Context: an optimization exercise on an open-source flow, tuned for small area, a short achievable clock period and few clock cycles. The choices shown serve that exercise and are no tape-out recipe.
At most, simulation tests tie the RTL to the original design; equivalence was not proved.

==> run X <==
==> flow/design.v (excerpt) <==
module alu_arbiter #(
  parameter int MUL_LAT = 3
) (
  input  logic        clk,
  input  logic        reset,
  input  logic        i_reqA_valid,
  input  logic        i_reqB_valid,
  output logic        o_reqA_ready,
  output logic        o_reqB_ready,
  input  logic [31:0] i_reqA_op1,
  input  logic [31:0] i_reqA_op2,
  input  logic [31:0] i_reqB_op1,
  input  logic [31:0] i_reqB_op2,
  input  logic [3:0]  i_reqA_sel,
  input  logic [3:0]  i_reqB_sel,
  output logic        o_rsp_valid,
  input  logic        i_rsp_ready,
  output logic        o_rsp_id,
  output logic [31:0] o_rsp_data,
  output logic        o_rsp_zflag,
  output logic        o_busy
);
Settings: LEC_CHECK=0, ABC_AREA=1, ABC_CLOCK_PERIOD_IN_PS=4500, CAP_MARGIN=20, CORE_MARGIN=2, CORE_UTILIZATION=40, SETUP_SLACK_MARGIN=5.0, SLEW_MARGIN=20; clock period 9.5 ns.
standard.sh (not shown) runs the stock make flow with config.mk's settings and CLKGATE_MAP_FILE= SYNTH_SCRIPT=/design/flow/synth_recipe.tcl, a recipe that flattens the netlist after the stock synthesis.
==> flow/flow/run.sh <==
#!/bin/bash
# Standard ORFS layout with two changes:
#  - after the standard synthesis, polarity.py removes inverters (it picks the
#    polarity of each full adder and XOR gate, both of which can absorb an
#    inversion, and splits half adders whose inputs are both inverted);
#    registers, ports and all other cells are unchanged;
#  - the port buffers are buf_1 cells (the resizer may upsize them) instead
#    of the default delay-buffer cell.
set -euo pipefail
R=orfs/results/${FLOW_PLATFORM}/alu_arbiter/base
bash standard.sh synth > log_synth.txt 2>&1
python3 flow/polarity.py $R/1_2_yosys.v $R/1_2_yosys.pol.v > log_polarity.txt 2>&1
mv $R/1_2_yosys.pol.v $R/1_2_yosys.v
rm -f $R/1_synth.odb $R/1_synth.sdc
bash standard.sh BUFFER_PORTS_ARGS="-buffer_cell sky130_fd_sc_hd__buf_1" finish > log_layout.txt 2>&1
Other scripts of this flow, unchanged in this note and not shown: flow/flow/polarity.py
==> run P: changes against run X <==
- ABC_CLOCK_PERIOD_IN_PS: 4500 -> 5000
- SETUP_SLACK_MARGIN: 5.0 -> 4.8
==> run Y: changes against run X <==
- CORE_UTILIZATION: 40 -> 55
==> qor.json <==
{
  "outcome": {"value": "no timing/DRC/antenna violations"},
  "gr-usage-met3": {"value": 0.0513},
  "core_region_area": {"value": 52300, "unit": "um^2"},
  "top_signal_layer_used": {"value": "met5"},
  "final.min_clock_period": {"value": 4.59, "unit": "ns"},
  "worst_slack": {"value": 4.91, "unit": "ns"},
  "multiInputCombCellCount": {"value": 1900}
}
(the above is from run X)
==> qor.json <==
{
  "worst_slack": {"value": 4.87, "unit": "ns"},
  "top_signal_layer_used": {"value": "met4"},
  "outcome": {"value": "no timing/DRC/antenna violations"},
  "multiInputCombCellCount": {"value": 1901},
  "core_region_area": {"value": 37700, "unit": "um^2"},
  "num_tap_cells": {"value": 511},
  "globalRoute.totalOverflow": {"value": 0},
  "route.detailed.vias_per_inst": {"value": 6.07},
  "gr-usage-met3": {"value": 0.0892},
  "final.min_clock_period": {"value": 4.63, "unit": "ns"}
}
(the above is from run Y)
==> qor.json <==
{
  "worstReg2RegEnd": {"value": "r28_0"},
  "grt.total_usage": {"value": 0.271},
  "tightestPinTransition": {"value": 1.12, "unit": "ns"},
  "grt_pass1_vias": {"value": 18500},
  "grt_first_pass_wirelength": {"value": 110000, "unit": "um"},
  "worst_slack": {"value": 4.88, "unit": "ns"},
  "gr-usage-met3": {"value": 0.0526},
  "core_region_area": {"value": 52300, "unit": "um^2"},
  "outcome": {"value": "no timing/DRC/antenna violations"},
  "post_layout_nonfiller_instances": {"value": 3320},
  "cts-root-buf": {"value": "clkbuf_16"},
  "crit_arrival": {"value": 2.72, "unit": "ns"},
  "top_signal_layer_used": {"value": "met5"}
}
(the above is from run P)
Testbench counts of run X, summed over its fixed seeds: cycles 2,416.
Testbench counts of run P, summed over its fixed seeds: cycles 2,416.
Testbench counts of run Y, summed over its fixed seeds: cycles 2,416.

---

==> run G: inputs <==
alu_arbiter again, from the RTL that the note above started with.
export LEC_CHECK = 0
export ABC_AREA = 1
export ABC_CLOCK_PERIOD_IN_PS = 4700
export CAP_MARGIN = 20
export CORE_MARGIN = 2
export CORE_UTILIZATION = 40
export GPL_ROUTABILITY_DRIVEN = 1
export PLACE_DENSITY = 0.75
export SETUP_SLACK_MARGIN = 4.8
export SLEW_MARGIN = 20
create_clock -name core_clock -period 9.5 [get_ports {clk}]
Scripts as last shown in full above: flow/flow/run.sh
Other scripts of this flow, unchanged in this note and not shown: flow/flow/polarity.py
==> run H (differences from run G) <==
- GPL_ROUTABILITY_DRIVEN: 1 -> default
- PLACE_DENSITY: 0.75 -> default
- SETUP_SLACK_MARGIN: 4.8 -> 4.6
==> comparison table <==
|  | run H | run G |
|---|---|---|
| Worst Hold Slack | 445.6 ps | 466.4 ps |
| Area of the multi-input gates | 15,370 um2 | 15,450 um2 |
| Fmax achieved | 0.2080 GHz | 0.2126 GHz |
| Routed met3 length | 6.254 mm | 7.975 mm |
| Total via count in the routed design | 18.76k | 18.77k |
| Plain + repair buffers | 224 | 242 |
| Run status | complete, no violations | complete, no violations |
| Number of gates resized after CTS | 13 | 28 |
| Number of filler cells placed in the layout | 5,189 | 5,097 |
| Highest-delay cell along the critical path | sky130_fd_sc_hd__xor2_1 | sky130_fd_sc_hd__edfxtp_1 |
| Finished Cell Area | 23,250 um2 | 23,510 um2 |
| Layout non-clock buf frac | 4.531% | 4.913% |
| Fraction of area in registers | 18.91% | 18.72% |
| Wire length of the first global-routing pass | 111.6 mm | 104.5 mm |
| Number of antenna violations at the first check in global routing | 1 | 4 |
| Wirelength, routed | 74.01 mm | 68.39 mm |
| Post-detailed-route wirelength per cell | 22.56 um | 20.72 um |
| First-iteration detailed-routing DRC count | 1,669 | 2,010 |
| Via-to-Cell Ratio | 5.718 | 5.686 |
| Number of clock buffers in the layout | 19 | 18 |
| Buffering stage count on the worst path with inverters included | 1 | 2 |
Testbench counts of run G, summed over its fixed seeds: cycles 2,416.
Testbench counts of run H, summed over its fixed seeds: cycles 2,416.

---

==> inputs of v31 <==
Another version of the RTL of alu_arbiter (not shown whole).
export LEC_CHECK = 0
export ABC_AREA = 1
export ABC_CLOCK_PERIOD_IN_PS = 4700
export CAP_MARGIN = 20
export CORE_MARGIN = 2
export CORE_UTILIZATION = 40
export SETUP_SLACK_MARGIN = 5.0
export SLEW_MARGIN = 20
create_clock -name core_clock -period 9.5 [get_ports {clk}]
Scripts as last shown in full above: flow/flow/run.sh
Other scripts of this flow, unchanged in this note and not shown: flow/flow/polarity.py
==> inputs of v1, as changes to v31 <==
- SETUP_SLACK_MARGIN: 5.0 -> 4.9
==> comparison table <==
                                                                                  v1                      v31
Area growth from synthesis to final layout                                     11.6%                    13.2%
Fraction of area in multi-input gates                                          66.4%                    66.5%
Total length of routed wires                                                70200 um                 70600 um
Worst hold slack                                                            0.494 ns                 0.494 ns
Final Skew                                                                 0.0148 ns                0.0147 ns
Via/cell ratio                                                                  5.61                     5.60
Met2 Wirelength                                                             33800 um                 34100 um
Depth of the worst register-to-register path                                       9                       10
Number of global-route vias before repair                                      18.8k                    18.8k
Number of DRC violations after detailed-routing iteration 0                     1692                     1670
Required time of the critical path                                           9.86 ns                  9.85 ns
Run status                                                   complete, no violations  complete, no violations
Total via count after detailed routing                                         18.5k                    18.5k
Data arrival time of the critical path                                       4.87 ns                  4.83 ns
CP max stage delay                                                           0.46 ns                  0.49 ns
No run of this note included a check of the RTL's function; only the layout flow was run.

---

==> branch maple: inputs <==
alu_arbiter, a different RTL version from the one above (not shown whole).
==> flow/design.v (excerpt) <==
module alu_arbiter #(
  parameter int MUL_LAT = 3
) (
  input  logic        clk,
  input  logic        reset,
  input  logic        i_reqA_valid,
  input  logic        i_reqB_valid,
  output logic        o_reqA_ready,
  output logic        o_reqB_ready,
  input  logic [31:0] i_reqA_op1,
  input  logic [31:0] i_reqA_op2,
  input  logic [31:0] i_reqB_op1,
  input  logic [31:0] i_reqB_op2,
  input  logic [3:0]  i_reqA_sel,
  input  logic [3:0]  i_reqB_sel,
  output logic        o_rsp_valid,
  input  logic        i_rsp_ready,
  output logic        o_rsp_id,
  output logic [31:0] o_rsp_data,
  output logic        o_rsp_zflag,
  output logic        o_busy
);
  logic        last_b;       
  logic        grant_b, stall, accept;
  logic [31:0] in_a, in_b;
  logic [3:0]  in_sel;
  logic [31:0] a, b, ma, mb;
  logic        is_mul, is_add, is_sub, is_and, is_or, is_slt;
  logic [31:0] ax, ay;
  logic        acin;
  logic [15:0] bo, bt, bn;   
  logic        v2, id2;      
  assign grant_b      = i_reqB_valid & (~i_reqA_valid | ~last_b);
  assign stall        = v2 & ~i_rsp_ready;
  assign o_reqA_ready = ~reset & ~stall & i_reqA_valid & ~grant_b;
  assign o_reqB_ready = ~reset & ~stall & grant_b;
  assign accept       = o_reqA_ready | o_reqB_ready;
  assign o_rsp_valid  = v2;
  assign o_rsp_id     = id2;
  assign in_a   = grant_b ? i_reqB_op1 : i_reqA_op1;
  assign in_b   = grant_b ? i_reqB_op2 : i_reqA_op2;
  assign in_sel = grant_b ? i_reqB_sel : i_reqA_sel;
  logic v1, id1;
  logic f_mul, f_add, f_sub, f_and, f_or, f_slt;
  logic [31:0] a1, b1;
  assign o_busy = v1 | v2;
  always_ff @(posedge clk or posedge reset) begin
    if (reset) begin
      last_b <= 1'b1;
      v1     <= 1'b0;
      v2     <= 1'b0;
    end else if (!stall) begin
      if (accept) last_b <= grant_b;
  ...
Settings: LEC_CHECK=0, ABC_CLOCK_PERIOD_IN_PS=5000, CAP_MARGIN=20, CORE_MARGIN=2, CORE_UTILIZATION=40, SETUP_SLACK_MARGIN=4.5, SLEW_MARGIN=20; clock period 9.5 ns.
run.sh (not shown) runs the stock make flow with config.mk's settings and CLKGATE_MAP_FILE= SYNTH_SCRIPT=/design/flow/synth_recipe.tcl, a recipe that flattens the netlist after the stock synthesis.
Stock flow here: none of the scripts above is used.
==> branch amber: changes against branch maple <==
Settings changed: ABC_AREA from default to 1.
==> comparison table <==
quantity	branch maple	branch amber
Status	complete, no violations	complete, no violations
GRT Resource Usage Total	30.0%	30.5%
Non-clock inverter count	384	472
Share of final layout cell area taken by non-clock buffers	11.7%	11.2%
Iteration-0 DRC Markers	3023	2334
Share of the synthesized netlist area taken by xor and xnor gates	7.96%	11.3%
Final standard cell count with taps included and fillers excluded	4175	3572
Number of nets produced by synthesis	3777	3213
Dpl ws	2520 ps	1960 ps
# Taps	846	688
Sequential share of cell area	13.8%	15.5%
Final weighted congestion in routability-driven placement	0.983	0.980
Routed wirelength normalized by instance count	24.1 um	24.1 um
Simple-gate portion of the synthesized area	13.0%	13.3%
Clock latency at the later pin of the worst-skew pair	480 ps	470 ps
Layout cells sized above 1	13.3%	15.9%
Data required, critical path	9800 ps	9730 ps
Die width	255 um	236 um
Share of the synthesized area in compound gates (AO/OA/AOI/OAI)	24.3%	14.7%
# rows	92	84
No functional check of the RTL was part of any run of this note.

==> static timing again, ports no longer ideal <==
The flow's constraints put no driver on any port. The routed layouts listed below were extracted and timed again, unchanged, in two steps. Step 1: set_driving_cell puts a clkbuf_16 on clk and a buf_2 on each other input, an assumption about the parent block. Step 2 moves the port delays by t, midway between the first and last clock arrival at a register: inputs arrive t later, outputs are due t later. That takes back most of the time a late clock gives input paths. a / b / c = ideal ports / drivers / drivers and shift; a / b = the first two.
run	shift t [ns]	setup WS [ns]	hold WS [ns]	pins driven straight from the clock port
run X	0.544	4.909 / 4.874 / 4.879	0.451 / 0.451 / 0.451	1
run P	0.541	4.877 / 4.820 / 4.871	0.422 / 0.422 / 0.422	1
run Y	0.519	4.868 / 4.808 / 4.879	0.408 / 0.408 / 0.408	1
run G	0.516	4.796 / 4.737 / 4.873	0.466 / 0.466 / 0.466	1
run H	0.526	4.693 / 4.635 / 4.683	0.446 / 0.446 / 0.446	1
v31	0.506	5.027 / 5.057 / 4.551	0.494 / 0.494 / 0.494	1
v1	0.506	4.984 / 4.983 / 4.505	0.494 / 0.494 / 0.494	1
branch maple	0.528	3.681 / 3.662 / 3.681	0.422 / 0.422 / 0.422	1
branch amber	0.512	4.076 / 4.076 / 4.076	0.435 / 0.435 / 0.435	1
After both steps setup and hold are still met in every run listed. For v1, which loses most, drivers alone change the setup slack by -0.001 ns; drivers and shift together by -0.479 ns.
